From an optimization exercise on the open Yosys and OpenROAD flow, aimed at small area, a short achievable clock period and few clock cycles per item; shortcuts taken in it are not production practice. In this exercise RTL edits were held to simulation tests only and were not proved equivalent to the original. Power and IR drop assume default switching activity.

[design/flow/run.sh]
#!/bin/bash
# synth_recipe.tcl (not shown) runs the flow's synth.tcl, then flattens the netlist and writes it again
# the make line also repeats each setting of config.mk as NAME=value (left out here)
make -C /OpenROAD-flow-scripts/flow DESIGN_CONFIG=/design/flow/config.mk WORK_HOME=/design/flow/orfs CLKGATE_MAP_FILE= SYNTH_SCRIPT=/design/flow/synth_recipe.tcl finish
[design/flow/config.mk]
export PLATFORM = sky130hd
export DESIGN_NAME = sha1_pad_top
export DESIGN_NICKNAME = sha1_pad_top
export VERILOG_FILES = /design/flow/design.v
export SDC_FILE = /design/flow/constraint.sdc
export NUM_CORES = 4
export LEC_CHECK = 0
export CAP_MARGIN = 20
export CORE_MARGIN = 2
export CORE_UTILIZATION = 40
export SLEW_MARGIN = 20
[design/flow/constraint.sdc]
create_clock -name core_clock -period 5.0 [get_ports {sys_clk}]
set_input_delay 1.0000 -clock core_clock [delete_from_list [all_inputs] [get_ports {sys_clk}]]
set_output_delay 1.0000 -clock core_clock [all_outputs]
set_load 0.01 [all_outputs]
[design/flow/design.v]
package msg_format_pkg;
    localparam int msg_word_width = 128;
    localparam int msg_len_width = 16;
    localparam int word_bytes = 16;
    localparam int word_idx_width = msg_len_width - $clog2(word_bytes) + 1;   
    localparam logic [7:0] pad_byte = 8'h80;
    localparam int len_field_width = 64;
    localparam int len_limit_bytes = 56;   
    localparam logic [1:0] fetch_idle = 2'd0;
    localparam logic [1:0] fetch_info_wait = 2'd1;
    localparam logic [1:0] fetch_burst = 2'd2;
    typedef union packed {
        struct packed {
            logic [msg_len_width-$clog2(word_bytes)-1:0] word_cnt;
            logic [$clog2(word_bytes)-1:0]               tail_bytes;
        } words;
        struct packed {
            logic [9:0] block_cnt;
            logic [5:0] block_off;
        } blocks;
    } msg_len_t;
    function automatic logic [word_idx_width-1:0] word_count(msg_len_t len);
        word_count = {1'b0, len.words.word_cnt} + {{(word_idx_width-1){1'b0}}, |len.words.tail_bytes};
    endfunction
endpackage
package block_out_pkg;
    localparam int block_width = 512;
    localparam int words_per_block = 4;
    localparam int block_cnt_width = 11;
    localparam int tag_width = 14;
    localparam int chan_width = 6;
    localparam int block_idx_width = 6;
    localparam int addr_width = chan_width + block_idx_width;   
    localparam int info_width = 16;
endpackage
`timescale 1ns/10ps
module msg_fetch_ctrl (
    input  logic                                        sys_clk,
    input  logic                                        sys_rst,
    input  logic                                        msg_cal_channel_ready,
    input  logic                                        msg_info_fifo_empty,
    input  msg_format_pkg::msg_len_t                    msg_info,
    input  logic [block_out_pkg::chan_width-1:0]        msg_channel_num,
    input  logic [msg_format_pkg::msg_word_width-1:0]   msg_data,
    input  logic                                        busy,
    output logic                                        msg_info_rd_en,
    output logic                                        msg_data_rd_en,
    output logic                                        msg_start,
    output msg_format_pkg::msg_len_t                    msg_len,
    output logic [block_out_pkg::chan_width-1:0]        chan,
    output logic                                        word_valid,
    output logic [msg_format_pkg::msg_word_width-1:0]   word
);
    logic [1:0]                                  state;
    logic [msg_format_pkg::word_idx_width-1:0]   rd_cnt;
    logic [msg_format_pkg::word_idx_width-1:0]   n_words;
    logic                                        info_here;
    logic                                        data_due;
    assign info_here = (state == msg_format_pkg::fetch_info_wait) && !msg_info_rd_en;
    always_ff @(posedge sys_clk) begin
        if (sys_rst) begin
            state <= msg_format_pkg::fetch_idle;
            msg_info_rd_en <= 1'b0;
            msg_data_rd_en <= 1'b0;
            msg_start <= 1'b0;
            rd_cnt <= '0;
        end else begin
            msg_info_rd_en <= 1'b0;
            msg_start <= 1'b0;
            case (state)
                msg_format_pkg::fetch_idle: begin
                    if (!busy && !msg_info_fifo_empty && msg_cal_channel_ready) begin
                        msg_info_rd_en <= 1'b1;
                        state <= msg_format_pkg::fetch_info_wait;
                    end
                end
                msg_format_pkg::fetch_info_wait: begin
                    if (info_here) begin
                        msg_start <= 1'b1;
                        rd_cnt <= {{(msg_format_pkg::word_idx_width-1){1'b0}}, 1'b1};
                        if (msg_format_pkg::word_count(msg_info) != '0) begin
                            msg_data_rd_en <= 1'b1;
                            state <= msg_format_pkg::fetch_burst;
                        end else begin
                            state <= msg_format_pkg::fetch_idle;   
                        end
                    end
                end
                msg_format_pkg::fetch_burst: begin
                    if (rd_cnt == n_words) begin
                        msg_data_rd_en <= 1'b0;
                        state <= msg_format_pkg::fetch_idle;
                    end else begin
                        rd_cnt <= rd_cnt + 1'b1;
                    end
                end
                default: state <= msg_format_pkg::fetch_idle;
            endcase
        end
    end
    always_ff @(posedge sys_clk) begin
        if (info_here) begin
            msg_len <= msg_info;
            chan <= msg_channel_num;
            n_words <= msg_format_pkg::word_count(msg_info);
        end
    end
    always_ff @(posedge sys_clk) begin
        if (sys_rst) begin
            data_due <= 1'b0;
            word_valid <= 1'b0;
        end else begin
            data_due <= msg_data_rd_en;
            word_valid <= data_due;
        end
    end
    always_ff @(posedge sys_clk) begin
        if (data_due) begin
            word <= msg_data;
        end
    end
endmodule
`timescale 1ns/10ps
module pad_word_former (
    input  logic                                         sys_clk,
    input  logic                                         sys_rst,
    input  logic                                         msg_start,
    input  msg_format_pkg::msg_len_t                     msg_len,
    input  logic [block_out_pkg::chan_width-1:0]         chan,
    input  logic                                         word_valid,
    input  logic [msg_format_pkg::msg_word_width-1:0]    word,
    output logic                                         busy,
    output logic                                         pad_valid,
    output logic                                         pad_first,
    output logic                                         pad_last,
    output logic [msg_format_pkg::msg_word_width-1:0]    pad_word,
    output logic [block_out_pkg::block_cnt_width-1:0]    pad_blocks,
    output logic [block_out_pkg::chan_width-1:0]         pad_chan
);
    logic                                          active;
    msg_format_pkg::msg_len_t                      len_q;
    logic [msg_format_pkg::word_idx_width-1:0]     idx;
    logic [msg_format_pkg::word_idx_width-1:0]     data_words;
    logic [msg_format_pkg::word_idx_width-1:0]     pad_pos;
    logic [msg_format_pkg::word_idx_width-1:0]     last_idx;
    logic [block_out_pkg::block_cnt_width-1:0]     blocks;
    logic [msg_format_pkg::len_field_width-1:0]    bit_len;
    logic [msg_format_pkg::msg_word_width-1:0]     keep_mask;
    logic [msg_format_pkg::msg_word_width-1:0]     pad_bits;
    logic [msg_format_pkg::msg_word_width-1:0]     next_word;
    logic                                          step;
    assign blocks = {1'b0, msg_len.blocks.block_cnt}
                  + ((msg_len.blocks.block_off >= msg_format_pkg::len_limit_bytes) ? 11'd2 : 11'd1);
    assign pad_pos = {1'b0, len_q.words.word_cnt};   
    assign last_idx = {pad_blocks, 2'b00} - 1'b1;
    assign bit_len = {{(msg_format_pkg::len_field_width - msg_format_pkg::msg_len_width - 3){1'b0}},
                      len_q, 3'b000};
    assign step = active && (word_valid || (idx >= data_words));
    assign busy = active || msg_start || pad_last;
    always_comb begin
        keep_mask = ~({msg_format_pkg::msg_word_width{1'b1}} >> {len_q.words.tail_bytes, 3'b000});
        pad_bits = {msg_format_pkg::pad_byte, {(msg_format_pkg::msg_word_width-8){1'b0}}}
                   >> {len_q.words.tail_bytes, 3'b000};
        if (idx < pad_pos) begin
            next_word = word;
        end else if (idx == pad_pos) begin
            next_word = (word & keep_mask) | pad_bits;   
        end else begin
            next_word = '0;
        end
        if (idx == last_idx) begin
            next_word[msg_format_pkg::len_field_width-1:0] =
                next_word[msg_format_pkg::len_field_width-1:0] | bit_len;
        end
    end
    always_ff @(posedge sys_clk) begin
        if (sys_rst) begin
            active <= 1'b0;
            idx <= '0;
            pad_valid <= 1'b0;
            pad_first <= 1'b0;
            pad_last <= 1'b0;
        end else begin
            pad_valid <= step;
            pad_first <= step && (idx == '0);
            pad_last <= step && (idx == last_idx);
            if (msg_start) begin
                active <= 1'b1;
                idx <= '0;
            end else if (step) begin
                idx <= idx + 1'b1;
                if (idx == last_idx) begin
                    active <= 1'b0;
                end
            end
        end
    end
    always_ff @(posedge sys_clk) begin
        if (msg_start) begin
            len_q <= msg_len;
            pad_chan <= chan;
            pad_blocks <= blocks;
            data_words <= msg_format_pkg::word_count(msg_len);
        end
        if (step) begin
            pad_word <= next_word;
        end
    end
endmodule
`timescale 1ns/10ps
module block_packer (
    input  logic                                         sys_clk,
    input  logic                                         sys_rst,
    input  logic                                         pad_valid,
    input  logic                                         pad_first,
    input  logic                                         pad_last,
    input  logic [msg_format_pkg::msg_word_width-1:0]    pad_word,
    input  logic [block_out_pkg::block_cnt_width-1:0]    pad_blocks,
    input  logic [block_out_pkg::chan_width-1:0]         pad_chan,
    output logic                                         msg_filled_data_valid,
    output logic                                         msg_filled_data_sop,
    output logic                                         msg_filled_data_eop,
    output logic [block_out_pkg::block_width-1:0]        msg_filled_data,
    output logic                                         msg_filled_info_valid,
    output logic [block_out_pkg::info_width-1:0]         msg_filled_info,
    output logic [block_out_pkg::tag_width-1:0]          msg_filled_tag,
    output logic [block_out_pkg::addr_width-1:0]         msg_filled_addr
);
    logic [block_out_pkg::block_width-msg_format_pkg::msg_word_width-1:0]  held;
    logic [$clog2(block_out_pkg::words_per_block)-1:0]                     word_sel;
    logic                                                                   first_held;
    logic [block_out_pkg::block_idx_width-1:0]                              blk_idx;
    logic [block_out_pkg::block_idx_width-1:0]                              cur_idx;
    logic                                                                   blk_done;
    assign blk_done = pad_valid && (word_sel == block_out_pkg::words_per_block - 1);
    assign cur_idx = first_held ? {block_out_pkg::block_idx_width{1'b0}} : blk_idx;
    always_ff @(posedge sys_clk) begin
        if (sys_rst) begin
            word_sel <= '0;
            first_held <= 1'b0;
            blk_idx <= '0;
            msg_filled_data_valid <= 1'b0;
            msg_filled_data_sop <= 1'b0;
            msg_filled_data_eop <= 1'b0;
            msg_filled_info_valid <= 1'b0;
            msg_filled_tag <= '1;   
        end else begin
            msg_filled_data_valid <= blk_done;
            msg_filled_data_sop <= blk_done && first_held;
            msg_filled_data_eop <= blk_done && pad_last;
            msg_filled_info_valid <= blk_done && first_held;
            if (pad_valid) begin
                word_sel <= word_sel + 1'b1;
                if (word_sel == '0) begin
                    first_held <= pad_first;   
                end
            end
            if (blk_done) begin
                blk_idx <= cur_idx + 1'b1;
                if (first_held) begin
                    msg_filled_tag <= msg_filled_tag + 1'b1;
                end
            end
        end
    end
    always_ff @(posedge sys_clk) begin
        if (pad_valid) begin
            held <= {held[block_out_pkg::block_width-2*msg_format_pkg::msg_word_width-1:0],
                     pad_word};
        end
        if (blk_done) begin
            msg_filled_data <= {held, pad_word};   
            msg_filled_info <= {{(block_out_pkg::info_width-block_out_pkg::block_cnt_width){1'b0}},
                                pad_blocks};
            msg_filled_addr <= {pad_chan, cur_idx};
        end
    end
endmodule
`timescale 1ns/10ps
module sha1_pad_top (
    input  logic                                         sys_clk,
    input  logic                                         sys_rst,
    input  logic                                         msg_cal_channel_ready,
    input  logic                                         msg_info_fifo_empty,
    input  msg_format_pkg::msg_len_t                     msg_info,
    input  logic [block_out_pkg::chan_width-1:0]         msg_channel_num,
    output logic                                         msg_info_rd_en,
    output logic                                         msg_data_rd_en,
    input  logic [msg_format_pkg::msg_word_width-1:0]    msg_data,
    output logic                                         msg_filled_data_valid,
    output logic                                         msg_filled_data_sop,
    output logic                                         msg_filled_data_eop,
    output logic [block_out_pkg::block_width-1:0]        msg_filled_data,
    output logic                                         msg_filled_info_valid,
    output logic [block_out_pkg::info_width-1:0]         msg_filled_info,
    output logic [block_out_pkg::tag_width-1:0]          msg_filled_tag,
    output logic [block_out_pkg::addr_width-1:0]         msg_filled_addr
);
    logic                                         msg_start;
    msg_format_pkg::msg_len_t                     msg_len;
    logic [block_out_pkg::chan_width-1:0]         chan;
    logic                                         word_valid;
    logic [msg_format_pkg::msg_word_width-1:0]    word;
    logic                                         busy;
    logic                                         pad_valid;
    logic                                         pad_first;
    logic                                         pad_last;
    logic [msg_format_pkg::msg_word_width-1:0]    pad_word;
    logic [block_out_pkg::block_cnt_width-1:0]    pad_blocks;
    logic [block_out_pkg::chan_width-1:0]         pad_chan;
    msg_fetch_ctrl i_msg_fetch_ctrl (
        .sys_clk               (sys_clk),
        .sys_rst               (sys_rst),
        .msg_cal_channel_ready (msg_cal_channel_ready),
        .msg_info_fifo_empty   (msg_info_fifo_empty),
        .msg_info              (msg_info),
        .msg_channel_num       (msg_channel_num),
        .msg_data              (msg_data),
        .busy                  (busy),
        .msg_info_rd_en        (msg_info_rd_en),
        .msg_data_rd_en        (msg_data_rd_en),
        .msg_start             (msg_start),
        .msg_len               (msg_len),
        .chan                  (chan),
        .word_valid            (word_valid),
        .word                  (word)
    );
    pad_word_former i_pad_word_former (
        .sys_clk    (sys_clk),
        .sys_rst    (sys_rst),
        .msg_start  (msg_start),
        .msg_len    (msg_len),
        .chan       (chan),
        .word_valid (word_valid),
        .word       (word),
        .busy       (busy),
        .pad_valid  (pad_valid),
        .pad_first  (pad_first),
        .pad_last   (pad_last),
        .pad_word   (pad_word),
        .pad_blocks (pad_blocks),
        .pad_chan   (pad_chan)
    );
    block_packer i_block_packer (
        .sys_clk               (sys_clk),
        .sys_rst               (sys_rst),
        .pad_valid             (pad_valid),
        .pad_first             (pad_first),
        .pad_last              (pad_last),
        .pad_word              (pad_word),
        .pad_blocks            (pad_blocks),
        .pad_chan              (pad_chan),
        .msg_filled_data_valid (msg_filled_data_valid),
        .msg_filled_data_sop   (msg_filled_data_sop),
        .msg_filled_data_eop   (msg_filled_data_eop),
        .msg_filled_data       (msg_filled_data),
        .msg_filled_info_valid (msg_filled_info_valid),
        .msg_filled_info       (msg_filled_info),
        .msg_filled_tag        (msg_filled_tag),
        .msg_filled_addr       (msg_filled_addr)
    );
endmodule
==> flow_metrics.env <==
export IMPL_rsz0062_at_grt="false"
export IMPL_die_x_um=334
export IMPL_syn_inst=2077
export IMPL_route_detailed_drc=0
export IMPL_synth_area_leaders="edfxtp_1 86%, dfxtp_1 2.9%, and2_1 1.3%"
export IMPL_end_kind="flop"
export IMPL_place_congestion=0.854
export IMPL_clk_pin_slew_ns=0.06
export IMPL_dp_hpwl_um=72100
export IMPL_synth_compound_area_share_pct=2.11
export IMPL_max_stage_delay_ns=0.84
export IMPL_synthSimpleGateAreaFrac_pct=4.82
export IMPL_synth_xor_area_share_pct=1.58
export IMPL_finalNonFillerCells=4436
export IMPL_power_density_nw_per_um2=387
export IMPL_start_kind="flop"
export IMPL_multiInputGateArea_um2=4390
export IMPL_cts_resized=0
export IMPL_ios=714
export IMPL_comb_power_share_pct=1.8
export IMPL_finalNetCount=3105
export IMPL_hold_path_class="flop to flop"
export IMPL_wirelength_um=103000
export IMPL_fmax_mhz=273
export IMPL_grt_max_degree=176
export IMPL_synth_area_mux_share_pct=0.180
export IMPL_syn_avg_cell_area_um2=21.0
export IMPL_swShare_pct=19.6
export IMPL_die_height_um=334
export IMPL_hold_viol=0
export IMPL_drv_cap=0
export IMPL_r2r_cells=7
export IMPL_htree_levels=4
export IMPL_die_area_um2=112000
export IMPL_critPathMostFrequentCell="o21ai_1"
export IMPL_crit_type="flop to flop"
export IMPL_grt_first_pass_wirelength_um=146000
export IMPL_cts_sinks=1319
export IMPL_ant_nets=0
export IMPL_ys_seq_area_share_pct=89.2
export IMPL_clk_path_buf_depth=3
export IMPL_setup_viol=0
export IMPL_num_vias=21337
export IMPL_power_switching_uw=4300
export IMPL_antenna_found_initial=15
export IMPL_portBuffers=708
export IMPL_worstPathCellList="ha_1 -> nand4_1 -> nor4_2 -> nand2_1 -> o21ai_1 -> o21ai_0 -> o21ai_1"
export IMPL_ys_ff_latch=1319
export IMPL_crit_family="simple AND/OR/NAND/NOR gates"
export IMPL_status="no timing/DRC/antenna violations"
export IMPL_rows=121
export IMPL_dp_cells=4186
export IMPL_cts_made_buffers=134
export IMPL_worst_path_stages=7
export IMPL_worstMarginPinSlew_ns=1.05
export IMPL_pwr_share_clk_pct=42.5
export IMPL_fillers=8488
export IMPL_cp_buffers_inverters=0
export IMPL_power_leakage_uw=0.0187
export IMPL_seq_power_share_pct=55.7
export IMPL_slew_viol_final=0
export IMPL_cts_hold_repair_buffers=0
export IMPL_layout_drive_gt1_share_pct=7.39
export IMPL_core_um2=109000
export IMPL_overflow=0
export IMPL_final_seq_area_um2=39000
export IMPL_wl_per_cell_um=23.2
export IMPL_synthArstFlopShare_pct=0
export IMPL_yosys_cell_types_count=69
export IMPL_cp_arrival_ns=4.20
export IMPL_maxSlewHeadroom_pct=29.9
export IMPL_fin_hold_ws_ns=0.399
export IMPL_start_util_pct=40.2
export IMPL_cts_setup_buffers=0
export IMPL_yosysTopAreaCellShare_pct=86.3
export IMPL_synth_warnings=3
export IMPL_insertion_delay_ns=0.73
export IMPL_synth_fa_ha_area_share_pct=1.25
export IMPL_synth_edf_count=1256
export IMPL_drt_iter0_markers=1554
export IMPL_yosys_area_top_type="edfxtp_1"
export IMPL_viasPerCell=4.81
export IMPL_peakVddDrop_v=0.000419
export IMPL_critPathSlowestCell="nor4_2"
export IMPL_power_internal_uw=17700
export IMPL_period_minus_slack_ns=3.66
export IMPL_tritoncts="yes"
export IMPL_grt_pass1_vias=21473
export IMPL_root_buffer="clkbuf_16"
export IMPL_area_delta_synth_final_pct=30.0
export IMPL_required_ns=5.54
export IMPL_grt_usage_pct=18.1
export IMPL_worstPathMaxFanout=9
export IMPL_synth_top_family_by_area="simple AND/OR/NAND/NOR gates"
export IMPL_dr_pass1_iters=5
export IMPL_fin_skew_ns=0.0286
export IMPL_synth_cell_area_um2=43700
export IMPL_period_share_pct=73.2
export IMPL_synth_main_ff_cell="edfxtp_1"
export IMPL_min_path_cells=0
[power groups by stage]
stage | combinational, uW | clock, uW | sequential, uW
6_report | 395 | 9340 | 12200
5_1_grt | 433 | 10100 | 12200
4_1_cts | 401 | 9610 | 12200
3_5_place_dp | 398 | 0 | 12500
3_3_place_gp | 385 | 0 | 12500
2_1_floorplan | 164 | 0 | 12500
[sequential cells by signal (all words and copies together) (netlist names), 14 cells and up]
register,cells
i_block_packer.msg_filled_data,512
i_msg_fetch_ctrl.word,128
i_pad_word_former.len_q,16
i_pad_word_former.pad_word,128
i_block_packer.held,384
i_msg_fetch_ctrl.msg_len,16
i_block_packer.msg_filled_tag,14
[worst paths after layout]
check / endpoint / start / slack (ns)
setup / recovery: i_pad_word_former.pad_word[15] / i_pad_word_former.idx[7] / 1.34
hold / removal: i_block_packer.msg_filled_data[392] / i_block_packer.held[264] / 0.40
setup reg to reg: i_pad_word_former.pad_word[15] / i_pad_word_former.idx[7] / 1.34
hold reg to reg: i_block_packer.msg_filled_data[392] / i_block_packer.held[264] / 0.40
[synthesized netlist by cell type (all sizes together) (14+ instances only)]
cell / count
nand2: 83
inv: 50
o21ai: 54
nor3: 22
nand4: 17
and3: 20
edfxtp: 1256
nand3: 31
nor2b: 19
xor2: 45
dfxtp: 63
a21oi: 41
nor2: 62
buf: 14
xnor2: 34
clkbuf: 21
ha: 42
and2: 94
[placed cells by master (no fill, tap or decap), drive strengths merged, types with 18 or more instances in the layout]
| master | count |
|---|---|
| nor2b | 19 |
| nor2 | 62 |
| a21oi | 41 |
| edfxtp | 1256 |
| inv | 58 |
| nor3 | 22 |
| nand2 | 83 |
| clkdlybuf4s50 | 708 |
| dfxtp | 63 |
| xnor2 | 34 |
| o21ai | 54 |
| ha | 42 |
| clkbuf | 172 |
| clkinv | 58 |
| nand3 | 31 |
| and2 | 94 |
| buf | 18 |
| and3 | 20 |
| xor2 | 45 |
[logic make-up (layout without fill, tap and decap cells)]
logic type,Yosys count,count (layout)
adders and majority gates,43,43
and+or+nand+nor,392,392
other,1,9
DFF,1319,1319
xor gates and xnor gates,79,79
buffers and inverters,86,1023
muxes,7,7
AOI/OAI and AO/OA,150,150
[area by class of cell]
class	instances	share of cell area [%]
sequential	1319	68.7
timing repair buffer	726	12.8
multi-input combinational	676	7.74
clock buffer	172	6.34
tap	1414	3.12
clock inverter	74	0.917
inverter	51	0.392
antenna	4	0.0176
[through the flow]
step | instance area [um2] | TNS, ns | worst slack [ns] | power (uW) | util, %
finish | 56800 | 0 | 1.34 | 22000 | 52.3
global route | 56800 | 0 | 0.988 | 22700 | 52.3
CTS | 56800 | 0 | 1.17 | 22200 | 52.3
detailed placement | 52700 | 0 | 0.888 | 12900 | 48.5
global placement | 52600 | 0 | 0.930 | 12800 | 48.5
floorplan | 43700 | -279.38 | -0.872 | 12600 | -
[layer usage]
| metal | wire length, um | vias to the layer above | GRT usage [%] |
|---|---|---|---|
| li1 | - | 9690 | - |
| met1 | 38700 | 10721 | 21.0 |
| met2 | 53100 | 713 | 31.4 |
| met3 | 7390 | 187 | 5.49 |
| met4 | 3460 | 26 | 7.22 |
| met5 | 170 | - | 0 |
Testbench counts, summed over its fixed seeds: cycles 24,119, messages 800.

==> afterwards: timing with drivers on the ports <==
No port has a modelled driver above. Below, the same layout with a new extraction and two added sets of constraints.
Step 1, drivers: a clkbuf_16 drives sys_clk and a buf_2 each remaining input, both assumed.
Step 2 adds t to the input delays and takes it off the output delays; t is the mean of the earliest and latest rising clock arrival at the registers after step 1. Input paths then give back, and output paths get back, about the clock's delay inside the block.
a / b / c = no drivers / after step 1 / after step 2; a / b = the first two.
t (ns): 0.776
slack for setup (ns): 1.342 / 1.342 / 0.865
slew at the worst register clock pin (ns): 0.07 / 0.07
After both steps setup and hold are still met in this run. For this run, drivers alone change the setup slack by 0.000 ns; drivers and shift together by -0.477 ns.
